Context: an optimization exercise on an open-source flow, tuned for small area, a short achievable clock period and few clock cycles. The choices shown serve that exercise and are no tape-out recipe.
Where RTL was checked, it was by simulation tests only, not by an equivalence proof against the original.

## edge_acc
module edge_acc (
  input  logic            clk,
  input  logic            reset,
  input  logic            start,    
  output logic            finish,   
  output edge_pkg::addr_t addr,
  output logic            en,
  output logic            we,
  output edge_pkg::word_t data_w,
  input  edge_pkg::word_t data_r
);
export LEC_CHECK = 0
export CAP_MARGIN = 20
export CORE_MARGIN = 2
export CORE_UTILIZATION = 55
export CTS_CLUSTER_DIAMETER = 80
export CTS_CLUSTER_SIZE = 24
export SLEW_MARGIN = 20
export BUFFER_PORTS_ARGS = -buffer_cell sky130_fd_sc_hd__buf_2
export SETUP_SLACK_MARGIN = 7.85
create_clock -name core_clock -period 11.0 [get_ports {clk}]
standard.sh (not shown) runs the stock make flow with config.mk's settings and CLKGATE_MAP_FILE= SYNTH_SCRIPT=/design/flow/synth_recipe.tcl, a recipe that flattens the netlist after the stock synthesis.
==> flow/flow/run.sh <==
#!/bin/bash
cp standard.sh standard_sh.copy.log
cat flow/extra.mk >> config.mk
bash standard.sh > standard.log 2>&1
==> flow/flow/extra.mk <==
export BUFFER_PORTS_ARGS = -buffer_cell sky130_fd_sc_hd__buf_2
export SETUP_SLACK_MARGIN = 7.85
Testbench counts at the start, summed over its fixed seeds: cycles 9,784.
Next try:
==> flow/flow/extra.mk (replaced) <==
export BUFFER_PORTS_ARGS = -buffer_cell sky130_fd_sc_hd__buf_2
Settings changed: CORE_UTILIZATION 55 to 30, SETUP_SLACK_MARGIN 7.85 to unset.
Effect: Sequential share of layout area drops by 0.90 points. Setup slack gets worse by 31 ps. Synthesized area is unchanged. Cell area increases by 1.7%. Cell count went up by 18%. Non-clock buffer count drops by 12.

========
== run A ==
Another version of the RTL of edge_acc (not shown whole).
Size: ~570 flip-flops, roughly 86 I/O pins, ~28000 um2 of cells after synthesis.
==> flow/config.mk <==
export PLATFORM = sky130hd
export DESIGN_NAME = edge_acc
export DESIGN_NICKNAME = edge_acc
export VERILOG_FILES = /design/flow/design.v
export SDC_FILE = /design/flow/constraint.sdc
export NUM_CORES = 4
export LEC_CHECK = 0
export CAP_MARGIN = 20
export CORE_MARGIN = 2
export CORE_UTILIZATION = 55
export CTS_CLUSTER_DIAMETER = 100
export CTS_CLUSTER_SIZE = 30
export SLEW_MARGIN = 20
export BUFFER_PORTS_ARGS = -buffer_cell sky130_fd_sc_hd__buf_2
==> flow/constraint.sdc <==
create_clock -name core_clock -period 11.0 [get_ports {clk}]
set_input_delay 2.2000 -clock core_clock [delete_from_list [all_inputs] [get_ports {clk}]]
set_output_delay 2.2000 -clock core_clock [all_outputs]
set_load 0.01 [all_outputs]
==> flow/flow/extra.mk <==
export BUFFER_PORTS_ARGS = -buffer_cell sky130_fd_sc_hd__buf_2
Scripts as last shown in full above: flow/flow/run.sh
Run A: flow completed, timing, DRC and antenna clean
Modified inputs, run B compared to run A
# run A
export LEC_CHECK = 0
export CAP_MARGIN = 20
export CORE_MARGIN = 2
export CORE_UTILIZATION = 55
export CTS_CLUSTER_DIAMETER = 100
export CTS_CLUSTER_SIZE = 30
export SLEW_MARGIN = 20
export BUFFER_PORTS_ARGS = -buffer_cell sky130_fd_sc_hd__buf_2
create_clock -name core_clock -period 11.0 [get_ports {clk}]
# run B
export LEC_CHECK = 0
export CAP_MARGIN = 20
export CORE_MARGIN = 2
export CORE_UTILIZATION = 55
export CTS_CLUSTER_DIAMETER = 80
export CTS_CLUSTER_SIZE = 24
export SLEW_MARGIN = 20
export BUFFER_PORTS_ARGS = -buffer_cell sky130_fd_sc_hd__buf_2
export SETUP_SLACK_MARGIN = 7.78
create_clock -name core_clock -period 11.0 [get_ports {clk}]
==> flow/flow/extra.mk <==
export BUFFER_PORTS_ARGS = -buffer_cell sky130_fd_sc_hd__buf_2
export SETUP_SLACK_MARGIN = 7.78
--- outcome ---
Run B completed every stage of the flow, and the final layout passed the timing, design-rule and antenna checks.
Diff run A -> run B: routed wire length +about 2.5%, cell area after layout rose 1.9%, final critical-path share of the clock period shows a reduction of 0.36 points.
Run A has a lower slack of the critical path than run B.
The headroom to the max-slew limit number comes out lower for run B vs run A.
On pin slew with the least headroom to its limit, run A and run B are neck and neck.
Non-clock buffer contribution to total cell area for run B is higher than for run A.
## Diff of input files: run C against run B
# run B
export LEC_CHECK = 0
export CAP_MARGIN = 20
export CORE_MARGIN = 2
export CORE_UTILIZATION = 55
export CTS_CLUSTER_DIAMETER = 80
export CTS_CLUSTER_SIZE = 24
export SLEW_MARGIN = 20
export BUFFER_PORTS_ARGS = -buffer_cell sky130_fd_sc_hd__buf_2
export SETUP_SLACK_MARGIN = 7.78
create_clock -name core_clock -period 11.0 [get_ports {clk}]
# run C
export LEC_CHECK = 0
export CAP_MARGIN = 20
export CORE_MARGIN = 2
export CORE_UTILIZATION = 55
export CTS_CLUSTER_DIAMETER = 80
export CTS_CLUSTER_SIZE = 24
export SLEW_MARGIN = 20
export BUFFER_PORTS_ARGS = -buffer_cell sky130_fd_sc_hd__buf_2
create_clock -name core_clock -period 11.0 [get_ports {clk}]
==> flow/flow/extra.mk <==
export BUFFER_PORTS_ARGS = -buffer_cell sky130_fd_sc_hd__buf_2
### Flow results
- Looking at run C and run B, the accumulated negative setup slack is a wash.
- [compare] base=run B new=run C: pin count of the biggest net entering global routing moved up; minimum period implied by the final worst setup slack moved up.
No run of this note included a check of the RTL's function; only the layout flow was run.

========
run 1:
Another version of the RTL of edge_acc (not shown whole).
Size in the first run: roughly 2100 cells after synthesis, ~570 flip-flops, about 27000 µm² of cells after synthesis.
==> flow/config.mk <==
export PLATFORM = sky130hd
export DESIGN_NAME = edge_acc
export DESIGN_NICKNAME = edge_acc
export VERILOG_FILES = /design/flow/design.v
export SDC_FILE = /design/flow/constraint.sdc
export NUM_CORES = 4
export LEC_CHECK = 0
export CAP_MARGIN = 20
export CORE_MARGIN = 2
export CORE_UTILIZATION = 60
export CTS_CLUSTER_DIAMETER = 90
export CTS_CLUSTER_SIZE = 28
export SLEW_MARGIN = 20
export BUFFER_PORTS_ARGS = -buffer_cell sky130_fd_sc_hd__buf_2
export SETUP_SLACK_MARGIN = 7.78
==> flow/constraint.sdc <==
create_clock -name core_clock -period 11.0 [get_ports {clk}]
set_input_delay 2.2000 -clock core_clock [delete_from_list [all_inputs] [get_ports {clk}]]
set_output_delay 2.2000 -clock core_clock [all_outputs]
set_load 0.01 [all_outputs]
==> flow/flow/extra.mk <==
export BUFFER_PORTS_ARGS = -buffer_cell sky130_fd_sc_hd__buf_2
export SETUP_SLACK_MARGIN = 7.78
Scripts as last shown in full above: flow/flow/run.sh
Run 1 closes out successfully: all stages finished, all timing, DRC and antenna checks passed.
Testbench counts of run 1, summed over its fixed seeds: cycles 9,784.
For run 2, these inputs were changed with respect to run 1:
# run 1
export LEC_CHECK = 0
export CAP_MARGIN = 20
export CORE_MARGIN = 2
export CORE_UTILIZATION = 60
export CTS_CLUSTER_DIAMETER = 90
export CTS_CLUSTER_SIZE = 28
export SLEW_MARGIN = 20
export BUFFER_PORTS_ARGS = -buffer_cell sky130_fd_sc_hd__buf_2
export SETUP_SLACK_MARGIN = 7.78
create_clock -name core_clock -period 11.0 [get_ports {clk}]
# run 2
export LEC_CHECK = 0
export CAP_MARGIN = 20
export CORE_MARGIN = 2
export CORE_UTILIZATION = 45
export CTS_CLUSTER_DIAMETER = 100
export CTS_CLUSTER_SIZE = 30
export SLEW_MARGIN = 20
export BUFFER_PORTS_ARGS = -buffer_cell sky130_fd_sc_hd__buf_2
create_clock -name core_clock -period 11.0 [get_ports {clk}]
==> flow/flow/extra.mk <==
export BUFFER_PORTS_ARGS = -buffer_cell sky130_fd_sc_hd__buf_2
[summary]
Status: hold slack parity (run 2, run 1). Compared run 2 vs run 1, and clock insertion delay at the later pin of the skew report is up in run 2. Routed wire in run 2 totals less than in run 1. Lower top achievable clock speed goes to run 2 over run 1. Run 1 -> run 2: multi-input combinational cell count delta 0, exact match. Relative to run 1, the overall die height measured on run 2 has increased by more than 10%. Against run 1 as the reference, run 2 delivers a higher fraction of the cycle the final worst path needs. In run 2 the buffer count excluding the clock tree in the final layout turned out 7.1% lower than in run 1.
Input-level comparison between run 3 and run 2:
# run 2
export LEC_CHECK = 0
export CAP_MARGIN = 20
export CORE_MARGIN = 2
export CORE_UTILIZATION = 45
export CTS_CLUSTER_DIAMETER = 100
export CTS_CLUSTER_SIZE = 30
export SLEW_MARGIN = 20
export BUFFER_PORTS_ARGS = -buffer_cell sky130_fd_sc_hd__buf_2
create_clock -name core_clock -period 11.0 [get_ports {clk}]
# run 3
export LEC_CHECK = 0
export CAP_MARGIN = 20
export CORE_MARGIN = 2
export CORE_UTILIZATION = 55
export CTS_CLUSTER_DIAMETER = 100
export CTS_CLUSTER_SIZE = 30
export SLEW_MARGIN = 20
export BUFFER_PORTS_ARGS = -buffer_cell sky130_fd_sc_hd__buf_2
export SETUP_SLACK_MARGIN = 7.78
create_clock -name core_clock -period 11.0 [get_ports {clk}]
==> flow/flow/extra.mk <==
export BUFFER_PORTS_ARGS = -buffer_cell sky130_fd_sc_hd__buf_2
export SETUP_SLACK_MARGIN = 7.78
Notes after the runs:
Going from run 2 to run 3, the fraction of cell area in non-clock buffers was found to have gone up by 0.38 points. Run 3 vs. run 2: met2 usage increased 6.9 points, fraction of met3 tracks used by global routing essentially unchanged, wire length increased 670 µm, first-pass GRT wire length decreased 640 µm. Run 3 and run 2 ended up with roughly the same sequential cell area in the final layout. Peak per-stage delay on the critical path: run 3 < run 2. Re initial antenna violation count: run 3 is 2 down on run 2. Diff run 2 -> run 3: die area shows a reduction of about 18%, count of standard-cell rows shows a reduction of 9.
Inputs modified between run 3 and run 4:
# run 3
export LEC_CHECK = 0
export CAP_MARGIN = 20
export CORE_MARGIN = 2
export CORE_UTILIZATION = 55
export CTS_CLUSTER_DIAMETER = 100
export CTS_CLUSTER_SIZE = 30
export SLEW_MARGIN = 20
export BUFFER_PORTS_ARGS = -buffer_cell sky130_fd_sc_hd__buf_2
export SETUP_SLACK_MARGIN = 7.78
create_clock -name core_clock -period 11.0 [get_ports {clk}]
# run 4
export LEC_CHECK = 0
export CAP_MARGIN = 20
export CORE_MARGIN = 2
export CORE_UTILIZATION = 55
export CTS_CLUSTER_DIAMETER = 100
export CTS_CLUSTER_SIZE = 30
export SLEW_MARGIN = 20
export BUFFER_PORTS_ARGS = -buffer_cell sky130_fd_sc_hd__buf_2
create_clock -name core_clock -period 11.0 [get_ports {clk}]
==> flow/flow/extra.mk <==
export BUFFER_PORTS_ARGS = -buffer_cell sky130_fd_sc_hd__buf_2
--- outcome ---
Run 4 -> run 3: die area delta 0, exact match. Run 4: final clock period utilization by the worst path 0.23 points below run 3. Compared with run 3, in run 4 non-clock buffer count lost 1, time the worst path needs with I/O delays and setup lost 0.026 ns, area growth from synthesis to final layout lost 0.68 points, slew at the pin closest to its max-slew limit picked up an extra 0.026 ns. Taking run 3 as the reference point, the vias after detailed routing of run 4 falls by 145. NOTE final-layout clock buffer total run 3->run 4 increased by a few percent.

[afterwards: timing with drivers on the ports]
No port has a modelled driver above. Below, the same layouts with a new extraction and two added sets of constraints. Step 1 sets driving cells, clkbuf_16 on the clock port and buf_2 on the other inputs (assumed; they add their load-dependent delay and slew). Step 2 times the ports against the registers' clock, not the clock port: input delays grow and output delays shrink by t, the midpoint of the rising clock arrivals with the driver on. Slacks: no drivers / after step 1 / after step 2; pairs: no drivers / after step 1.
| run | t, ns | slack for setup (ns) | hold WS [ns] |
|---|---|---|---|
| the first run of note 1 | 0.663 | 7.635 / 7.578 / 8.013 | 0.423 / 0.423 / 0.423 |
| the second run of note 1 | 0.649 | 7.604 / 7.543 / 7.780 | 0.422 / 0.422 / 0.422 |
| run A | 0.646 | 7.692 / 7.633 / 7.854 | 0.418 / 0.418 / 0.418 |
| run B | 0.623 | 7.731 / 7.672 / 7.962 | 0.417 / 0.417 / 0.417 |
| run C | 0.641 | 7.715 / 7.657 / 7.830 | 0.413 / 0.413 / 0.413 |
| run 1 | 0.637 | 7.677 / 7.618 / 7.909 | 0.419 / 0.419 / 0.419 |
| run 2 | 0.651 | 7.618 / 7.575 / 7.618 | 0.417 / 0.417 / 0.417 |
| run 3 | 0.645 | 7.667 / 7.609 / 7.958 | 0.415 / 0.415 / 0.415 |
| run 4 | 0.647 | 7.693 / 7.633 / 7.791 | 0.413 / 0.413 / 0.413 |
After both steps every run listed still meets setup and hold.
